This is an optimization exercise on Yosys and OpenROAD, whose aim is small area, not a production implementation. Only simulation tests tie the RTL to the original design; equivalence was not proved. In this run the design's own scripts or RTL, not TritonCTS, make the clock network. No driver is modelled on the clock port, so clock power and skew are understated where the tree is cut down; a real chip needs a root buffer or a tree. Power and IR drop assume default switching activity.

<file path="standard.sh">
#!/bin/bash
# synth_recipe.tcl (not shown) runs the flow's synth.tcl, then flattens the netlist and writes it again
# the make line also repeats each setting of config.mk as NAME=value (left out here)
make -C /OpenROAD-flow-scripts/flow DESIGN_CONFIG=/design/flow/config.mk WORK_HOME=/design/flow/orfs CLKGATE_MAP_FILE= SYNTH_SCRIPT=/design/flow/synth_recipe.tcl "${@:-finish}"
</file>
<file path="flow/run.sh">
#!/bin/bash
# The standard layout (standard.sh) with three changes:
# - synthesis maps the logic with an area-oriented abc script (flow/area.abc)
#   instead of ORFS's speed script; everything else in synth_recipe.tcl,
#   including the flip-flop mapping, is unchanged;
# - clock tree synthesis is replaced by flow/own_cts.tcl (sourced as ORFS's
#   PRE_CTS_TCL hook): the clock port drives 4 clkbuf_1, each driving 4
#   clkbuf_4, each driving a group of about 11 registers that are close together;
# - ports are buffered with the smallest buffer.
set -euo pipefail
here=$PWD
{
	cat <<TCL
proc abc {args} {
  set i [lsearch -exact \$args -script]
  lset args [expr {\$i + 1}] $here/flow/area.abc
  yosys abc {*}\$args
}
TCL
	cat synth_recipe.tcl
} > own_synth.tcl
sed "s#SYNTH_SCRIPT=$here/synth_recipe.tcl #SYNTH_SCRIPT=$here/own_synth.tcl #" standard.sh > own_standard.sh
grep -q "SYNTH_SCRIPT=$here/own_synth.tcl " own_standard.sh
export PRE_CTS_TCL=$here/flow/own_cts.tcl
export OWN_CTS_NET=clock
export OWN_CTS_BUF=sky130_fd_sc_hd__clkbuf_4
export OWN_CTS_LEVELS=4
export OWN_CTS_MID=sky130_fd_sc_hd__clkbuf_1
export OWN_CTS_MID_LEVELS=2
export OWN_CTS_ROOT=
export BUFFER_PORTS_ARGS="-buffer_cell sky130_fd_sc_hd__buf_1"
bash own_standard.sh > standard.log 2>&1
</file>
<file path="config.mk">
export PLATFORM = sky130hd
export DESIGN_NAME = sky
export DESIGN_NICKNAME = sky
export VERILOG_FILES = /design/flow/design.v
export SDC_FILE = /design/flow/constraint.sdc
export NUM_CORES = 4
export LEC_CHECK = 0
export CAP_MARGIN = 20
export CORE_MARGIN = 2
export CORE_UTILIZATION = 30
export SLEW_MARGIN = 20
</file>
<file path="constraint.sdc">
create_clock -name core_clock -period 8.0 [get_ports {clock}]
set_input_delay 1.6000 -clock core_clock [delete_from_list [all_inputs] [get_ports {clock}]]
set_output_delay 1.6000 -clock core_clock [all_outputs]
set_load 0.01 [all_outputs]
</file>
<file path="design.v">
`default_nettype none
package sky_pkg;
	localparam int COLUMNS = 30;
	localparam int ROWS = 28;
	localparam int BLOCK = 4;
	localparam int SUBPIXELS = 16;
	typedef logic [4:0] column_t;
	typedef logic [4:0] row_t;
	typedef logic [3:0] subpixel_t;
	typedef logic [1:0] cell_t;
	localparam cell_t CELL_EMPTY = 2'b00;
	localparam cell_t CELL_MEATBALL = 2'b10;
	typedef logic [7:0] x_t;
	typedef logic [6:0] y_t;
	typedef logic [2:0] color_t;
	localparam color_t COLOR_SKY = 3'd0;
	localparam color_t COLOR_MEATBALL = 3'd7;
	typedef logic [11:0] lfsr_t;
	localparam lfsr_t LFSR_SEED = 12'hACE;
	localparam lfsr_t LFSR_TAPS = 12'b1000_0010_1001;
endpackage
`default_nettype wire
`default_nettype none
module sky (
	input wire logic clock,
	input wire logic reset,
	input wire logic update_req,
	output logic update_ack,
	input wire logic draw_req,
	output logic draw_ack,
	output logic pixel_req,
	input wire logic pixel_ack,
	output logic [7:0] x,
	output logic [6:0] y,
	output logic [2:0] color
);
	localparam int ROWS = 28;
	logic [11:0] lfsr;
	logic [4:0] ring [ROWS];
	logic clearing;
	logic [4:0] age_out;
	logic write_late;
	logic drawing;
	logic scan_done;
	logic [4:0] column;
	logic [4:0] row;
	logic [3:0] subpixel;
	logic meatball;
	logic next_meatball;
	logic accept;
	logic painter_idle;
	logic take;
	logic pixel_done;
	logic cell_done;
	logic [4:0] next_column;
	logic [4:0] next_row;
	logic write;
	logic clear;
	logic [4:0] write_value;
	assign scan_done = column[4:1] == 4'b1111;
	assign accept = update_req && !update_ack && !drawing;
	assign painter_idle = !pixel_req && !pixel_ack;
	assign take = drawing && !scan_done && painter_idle;
	assign pixel_done = pixel_req && pixel_ack;
	assign cell_done = pixel_done && subpixel == 4'd15;
	assign next_row = row == 5'(ROWS - 1) ? 5'd0 : row + 5'd1;
	assign next_column = row != 5'(ROWS - 1) ? column : column == 5'd29 ? 5'd0 : column + 5'd1;
	assign x = {column, subpixel[3:2]};
	assign y = {row, subpixel[1:0]};
	assign color = {3{meatball}};
	always_ff @(posedge clock) begin
		if (!reset) begin
			lfsr <= 12'hACE;
		end else begin
			lfsr <= {lfsr[10:0], lfsr[11] ^ lfsr[5] ^ lfsr[3] ^ lfsr[0]};
		end
	end
	always_ff @(posedge clock) begin
		if (!reset) begin
			update_ack <= 1'b0;
		end else if (accept) begin
			update_ack <= 1'b1;
		end else if (!update_req) begin
			update_ack <= 1'b0;
		end
	end
	always_ff @(posedge clock) begin
		clearing <= !reset;
	end
	always_ff @(posedge clock) begin
		if (!reset) begin
			age_out <= 5'(ROWS - 1);
			write_late <= 1'b0;
		end else begin
			if (!accept) begin
				age_out <= age_out == 5'd0 ? 5'(ROWS - 1) : age_out - 5'd1;
			end
			write_late <= accept && age_out[0];
		end
	end
	assign write = (accept && !age_out[0]) || write_late;
	assign clear = !reset || clearing;
	assign write_value = clear ? 5'd0 : write_late ? lfsr[5:1] : lfsr[4:0];
	always_ff @(posedge clock) begin
		ring[0] <= ring[ROWS - 1];
		for (int p = 1; p < ROWS; p++) begin
			if (p % 2 == 1 && (clear || (write && age_out[4:1] == 4'((ROWS - 1 - p) / 2)))) begin
				ring[p] <= write_value;
			end else begin
				ring[p] <= ring[p - 1];
			end
		end
	end
	always_ff @(posedge clock) begin
		if (age_out == row) begin
			next_meatball <= ring[0] == next_column + 5'd1;
		end
	end
	always_ff @(posedge clock) begin
		if (!reset) begin
			meatball <= 1'b0;
		end else if (accept) begin
			meatball <= lfsr[4:0] == 5'd1;
		end else if (cell_done) begin
			meatball <= next_meatball;
		end
	end
	always_ff @(posedge clock) begin
		if (!reset) begin
			drawing <= 1'b0;
			draw_ack <= 1'b0;
		end else if (!drawing) begin
			if (draw_req) begin
				drawing <= 1'b1;
			end
		end else if (draw_ack) begin
			if (!draw_req) begin
				draw_ack <= 1'b0;
				drawing <= 1'b0;
			end
		end else if (scan_done && painter_idle) begin
			draw_ack <= 1'b1;
		end
	end
	always_ff @(posedge clock) begin
		if (!drawing) begin
			column <= '0;
			row <= '0;
			subpixel <= '0;
		end else if (pixel_done) begin
			subpixel <= subpixel + 4'd1;
			if (subpixel == 4'd15) begin
				row <= next_row;
				column <= row == 5'(ROWS - 1) ? column + 5'd1 : column;
			end
		end
	end
	always_ff @(posedge clock) begin
		if (!reset) begin
			pixel_req <= 1'b0;
		end else if (take) begin
			pixel_req <= 1'b1;
		end else if (pixel_done) begin
			pixel_req <= 1'b0;
		end
	end
endmodule
`default_nettype wire
</file>
<file path="flow/area.abc">
strash
dch
map -a
strash
dch
amap
topo
</file>
<file path="flow/own_cts.tcl">
# Sourced before ORFS's CTS step (PRE_CTS_TCL). Replaces TritonCTS with a
# one-level clock tree: the registers are split by recursive bisection of
# their placement into CTS_LEAVES groups of equal size, each driven by one
# clock buffer at the group's centre; the clock port drives those buffers.
# The rest of ORFS's CTS step (legalisation, timing repair) runs as usual.
proc own_cts_split {sinks levels} {
  if {$levels == 0} { return [list $sinks] }
  set xs {}; set ys {}
  foreach s $sinks { lappend xs [lindex $s 1]; lappend ys [lindex $s 2] }
  set dx [expr {[tcl::mathfunc::max {*}$xs] - [tcl::mathfunc::min {*}$xs]}]
  set dy [expr {[tcl::mathfunc::max {*}$ys] - [tcl::mathfunc::min {*}$ys]}]
  set key [expr {$dx >= $dy ? 1 : 2}]
  set sorted [lsort -integer -index $key $sinks]
  set half [expr {[llength $sorted] / 2}]
  return [concat [own_cts_split [lrange $sorted 0 [expr {$half - 1}]] [expr {$levels - 1}]] \
                 [own_cts_split [lrange $sorted $half end] [expr {$levels - 1}]]]
}

# A buffer of master at the centre of kids (buffers), driving their inputs
# through a new clock net.
proc own_cts_driver {block master kids name netname} {
  set sx 0; set sy 0
  foreach b $kids { set l [$b getLocation]; incr sx [lindex $l 0]; incr sy [lindex $l 1] }
  set n [llength $kids]
  set drv [odb::dbInst_create $block $master $name]
  $drv setLocation [expr {$sx / $n}] [expr {$sy / $n}]
  $drv setPlacementStatus PLACED
  set net [odb::dbNet_create $block $netname]
  $net setSigType CLOCK
  [$drv findITerm X] connect $net
  foreach b $kids { [$b findITerm A] connect $net }
  puts "own_cts: $name drives $n buffers"
  return $drv
}

proc clock_tree_synthesis {args} {
  set block [ord::get_db_block]
  set db [ord::get_db]
  set master [$db findMaster $::env(OWN_CTS_BUF)]
  set clk [$block findNet $::env(OWN_CTS_NET)]
  set sinks {}
  foreach it [$clk getITerms] {
    set inst [$it getInst]
    set box [$inst getBBox]
    set x [expr {([$box xMin] + [$box xMax]) / 2}]
    set y [expr {([$box yMin] + [$box yMax]) / 2}]
    lappend sinks [list $it $x $y]
  }
  puts "own_cts: [llength $sinks] sinks, $::env(OWN_CTS_LEVELS) bisection levels, buffer $::env(OWN_CTS_BUF)"
  set groups [own_cts_split $sinks $::env(OWN_CTS_LEVELS)]
  set i 0
  set leaves {}
  foreach g $groups {
    set sx 0; set sy 0
    foreach s $g { incr sx [lindex $s 1]; incr sy [lindex $s 2] }
    set n [llength $g]
    set cx [expr {$sx / $n - [$master getWidth] / 2}]
    set cy [expr {$sy / $n - [$master getHeight] / 2}]
    set buf [odb::dbInst_create $block $master "clkbuf_leaf_$i"]
    $buf setLocation $cx $cy
    $buf setPlacementStatus PLACED
    set net [odb::dbNet_create $block "clknet_leaf_$i"]
    $net setSigType CLOCK
    foreach s $g {
      set it [lindex $s 0]
      $it disconnect
      $it connect $net
    }
    lappend leaves $buf
    [$buf findITerm X] connect $net
    puts "own_cts: clkbuf_leaf_$i drives $n sinks at ([expr {$cx / 1000.0}], [expr {$cy / 1000.0}])"
    incr i
  }
  # with OWN_CTS_MID set, the leaves are grouped by the first OWN_CTS_MID_LEVELS
  # bisections and each group gets one buffer of that type at its centre; with
  # OWN_CTS_ROOT set, one buffer of that type at the centre drives the top
  # level; otherwise the clock port does.
  set top $leaves
  if {[info exists ::env(OWN_CTS_MID)] && $::env(OWN_CTS_MID) ne ""} {
    set mmaster [$db findMaster $::env(OWN_CTS_MID)]
    set per [expr {[llength $leaves] >> $::env(OWN_CTS_MID_LEVELS)}]
    set top {}
    for {set m 0} {$m < [llength $leaves]} {incr m $per} {
      set kids [lrange $leaves $m [expr {$m + $per - 1}]]
      set mid [own_cts_driver $block $mmaster $kids "clkbuf_mid_[llength $top]" "clknet_mid_[llength $top]"]
      lappend top $mid
    }
    set leaves {}
  }
  set src $clk
  if {[info exists ::env(OWN_CTS_ROOT)] && $::env(OWN_CTS_ROOT) ne ""} {
    set rmaster [$db findMaster $::env(OWN_CTS_ROOT)]
    own_cts_driver $block $rmaster $top "clkbuf_root" "clknet_root"
    set top {}
  }
  set leaves $top
  foreach b $leaves { [$b findITerm A] connect $src }
  $clk setSigType CLOCK
  set_propagated_clock [all_clocks]
}
</file>
==> impl_metrics.py <==
metrics = {
    "pwr": {
        "switching_share_pct": 22.3,
        "seqPwrFrac_pct": 70.3,
        "p_leak_nw": 2.11,
        "powerDensity_nw_per_um2": 240,
        "peakVddDrop_mv": 0.111,
        "power_frac_clock_pct": 24.5,
        "p_comb_share_pct": 5.2,
        "power_mw": 1.39,
        "switchingPower_mw": 0.311,
        "internal_power_mw": 1.08,
    },
    "clocking": {
        "cts_resized": 0,
        "worstSkewPairLatency_ps": 500,
        "hold_buffers": 0,
        "path_clk_slew_ps": 100,
        "postCtsSetupRepairBufs": 0,
    },
    "finish": {
        "areaGrowthSynthToFinish_pct": 9.97,
        "fin_cells": 782,
        "drive_gt1_share_pct": 4.14,
        "final_area_um2": 5800,
        "seq_area_um2": 3590,
        "fin_nets": 569,
        "multi_input_area_um2": 1530,
        "final_cell_mix": "dfxtp_1, nand2_1, o21ai_0",
        "num-fill-cells": 1742,
        "layout_commonest_cell": "dfxtp_1",
    },
    "global_route": {
        "grt_pass1_vias": 3368,
        "grt_pass1_wl_mm": 16.0,
        "grt.overflow.total": 0,
        "track_usage_pct": 10.2,
        "grt_antenna_before_repair": 0,
        "grt_max_degree": 20,
    },
    "detailed_routing": {
        "drc": 0,
        "wl_mm": 9.81,
        "drtAntennaViolNets": 0,
        "vias": 3582,
        "wl_per_cell_um": 12.5,
        "first_pass_iters": 4,
        "viasPerCell": 4.58,
        "drtIter0Drc": 157,
    },
    "die": {
        "start_util_pct": 30.6,
        "die_w_um": 137,
        "num_io_pins": 26,
        "core_area_um2": 17200,
        "die_area_um2": 18700,
        "die_h_um": 137,
        "row_count": 48,
    },
    "setup_path": {
        "path_class": "input pin to register",
        "crit_fanout": 7,
        "startpoint_type": "input pin",
        "cp-endpoint": "ring[1][1]$_DFF_P_",
        "reg2regPathDepth": 13,
        "timing.rr.end": "next_meatball$_DFFE_PN_",
        "cp_data_required_time_ps": 8330,
        "crit_arrival_ps": 3910,
        "cp-startpoint": "update_req",
        "cp-end-kind": "register",
        "r2r_start": "row[0]$_SDFFE_PN0P_",
        "reg2reg_slack_ps": 5090,
    },
    "sta": {
        "maxSlewViolCount": 0,
        "hold_viol_final": 0,
        "tightestPinTransition_ps": 1030,
        "worst_hold_slack_ps": 300,
        "post-route-min-period_ps": 3580,
        "period_share_pct": 44.8,
        "finalSetupTns_ps": 0,
        "fmax_mhz": 279,
        "relSlewSlack_pct": 30.6,
        "rsz0062_at_grt": "false",
        "skew_ps": 75.2,
        "setup_viol": 0,
    },
    "synth": {
        "synth_fp_nets": 522,
        "synth_edf_count": 1,
        "syn-cell-area_um2": 5270,
        "synthCells": 511,
        "yosys_warnings": 2,
        "ys_ff_latch": 179,
        "synth_top_area_share_pct": 67.6,
        "synth_seq_area_share_pct": 68.2,
        "synth_area_leaders": "dfxtp_1, o21ai_0, nand2_1, nor2_1, a21oi_1",
        "syn_area_per_cell_um2": 10.3,
        "ys.flop_type": "dfxtp_1",
        "synthDistinctLibCells": 29,
        "async_flop_share_pct": 0,
        "synth_largest_area_cell": "dfxtp_1",
    },
    "placed_design": {
        "gp_congestion": 0.754,
        "dpl.cell_count": 761,
        "post-dp-hpwl_mm": 6.72,
        "placed_cell_area_um2": 5650,
        "portBuffers": 24,
    },
    "worst_hold_path": {
        "hold_path.class": "register to register",
        "min_from": "ring[23][1]$_DFF_P_",
    },
    "outcome": {
        "outcome": "timing/DRC/antenna clean",
    },
    "run": {
        "maxCapViolCount": 0,
    },
}
worst min-delay path by stage:
stage                                endpoint  slack [ps]  cells past startpoint
final                     ring[24][1]$_DFF_P_         300                      0
after global routing       ring[2][4]$_DFF_P_         310                      0
after CTS                 ring[24][1]$_DFF_P_         310                      0
after detailed placement  ring[20][0]$_DFF_P_         310                      0
after global placement    ring[26][2]$_DFF_P_         310                      0
after floorplan            ring[0][0]$_DFF_P_         310                      0
sequential cells by signal, summed over array words and instances, names as in the netlist:
| name | flops |
|---|---|
| draw_ack | 1 |
| drawing | 1 |
| next_meatball | 1 |
| update_ack | 1 |
| meatball | 1 |
| lfsr | 12 |
| clearing | 1 |
| ring | 140 |
| column | 5 |
| row | 5 |
| age_out | 5 |
| pixel_req | 1 |
| subpixel | 4 |
| write_late | 1 |
metrics by stage:
| step | setup slack (ps) | util [%] |
|---|---|---|
| CTS | 4060 | 33.6 |
| global placement | 3870 | 32.8 |
| floorplan | 4590 | - |
| detailed placement | 3580 | 32.8 |
| global route | 4100 | 33.6 |
| finish | 4420 | 33.6 |
cells in the mapped netlist (all sizes together), types with 2 or more instances:
| library cell | n |
|---|---|
| clkinv | 35 |
| or2 | 6 |
| nand2 | 65 |
| buf | 4 |
| nand3 | 4 |
| a211oi | 5 |
| o22ai | 14 |
| ha | 6 |
| o21a | 9 |
| a21oi | 29 |
| a221oi | 6 |
| nand4 | 2 |
| nor2 | 47 |
| or3 | 5 |
| nor3 | 12 |
| nor2b | 3 |
| o221ai | 8 |
| dfxtp | 178 |
| o21ai | 63 |
power by group through the flow:
stage | Sequential [mW] | Combinational (mW) | Clock (mW)
finish | 0.978 | 0.0718 | 0.342
floorplan | 0.991 | 0.0518 | 0
global route | 0.985 | 0.0823 | 0.391
global placement | 0.998 | 0.0693 | 0
CTS | 0.979 | 0.0725 | 0.355
detailed placement | 0.999 | 0.0718 | 0
critical path: stages:
cell and delay, ps:
buf_1 80, clkinv_1 80, nor3_1 430, a21oi_1 190, or3_1 410, o31ai_1 480, clkinv_1 310, o22ai_1 330
routing by layer:
layer / vias up / wire [um] / global-route usage [%]
met2: 64 / 4490 / 17.6
met3: 12 / 405 / 1.44
met5: - / 0 / 0
met1: 1666 / 4760 / 13.7
met4: 0 / 159 / 2.26
li1: 1840 / - / -
kinds of logic (layout without fill, tap and decap cells):
kind of cell / Yosys count / count (layout) / share of synthesized area [%]
and+or+nand+nor: 146 / 146 / 11.6
DFF: 179 / 179 / 68.2
adders and majority gates: 6 / 6 / 1.42
AOI/OAI and AO/OA: 140 / 140 / 15.7
other: 1 / 2 / 0.0711
buffers and inverters: 39 / 84 / 3.06
cell type report:
cell class	instances	area share, %
diodes	1	0.0432
plain buffers	20	2.33
flip-flops and latches	179	62.0
well taps	225	4.86
multi-input cells	293	26.3
repair buffers	29	2.20
inverters	35	2.27

static timing again, ports no longer ideal:
Ports are ideal in the flow. The routed layout listed here was re-timed in OpenROAD. Step 1 sets driving cells, clkbuf_16 on the clock port and buf_2 on the other inputs (assumed; they add their load-dependent delay and slew). Step 2 times the ports against the registers' clock, not the clock port: input delays grow and output delays shrink by t, the midpoint of the rising clock arrivals with the driver on. a / b / c = ideal / step 1 / step 2; a / b = the first two.
t (ns): 0.515
setup slack, ns: 4.418 / 4.447 / 3.932
worst setup path after step 2: input to register
clock arrival spread, ns: 0.076 / 0.076
After both steps setup and hold are still met in this run. The setup slack of this run moves by +0.029 ns with the drivers and by -0.486 ns with both steps.
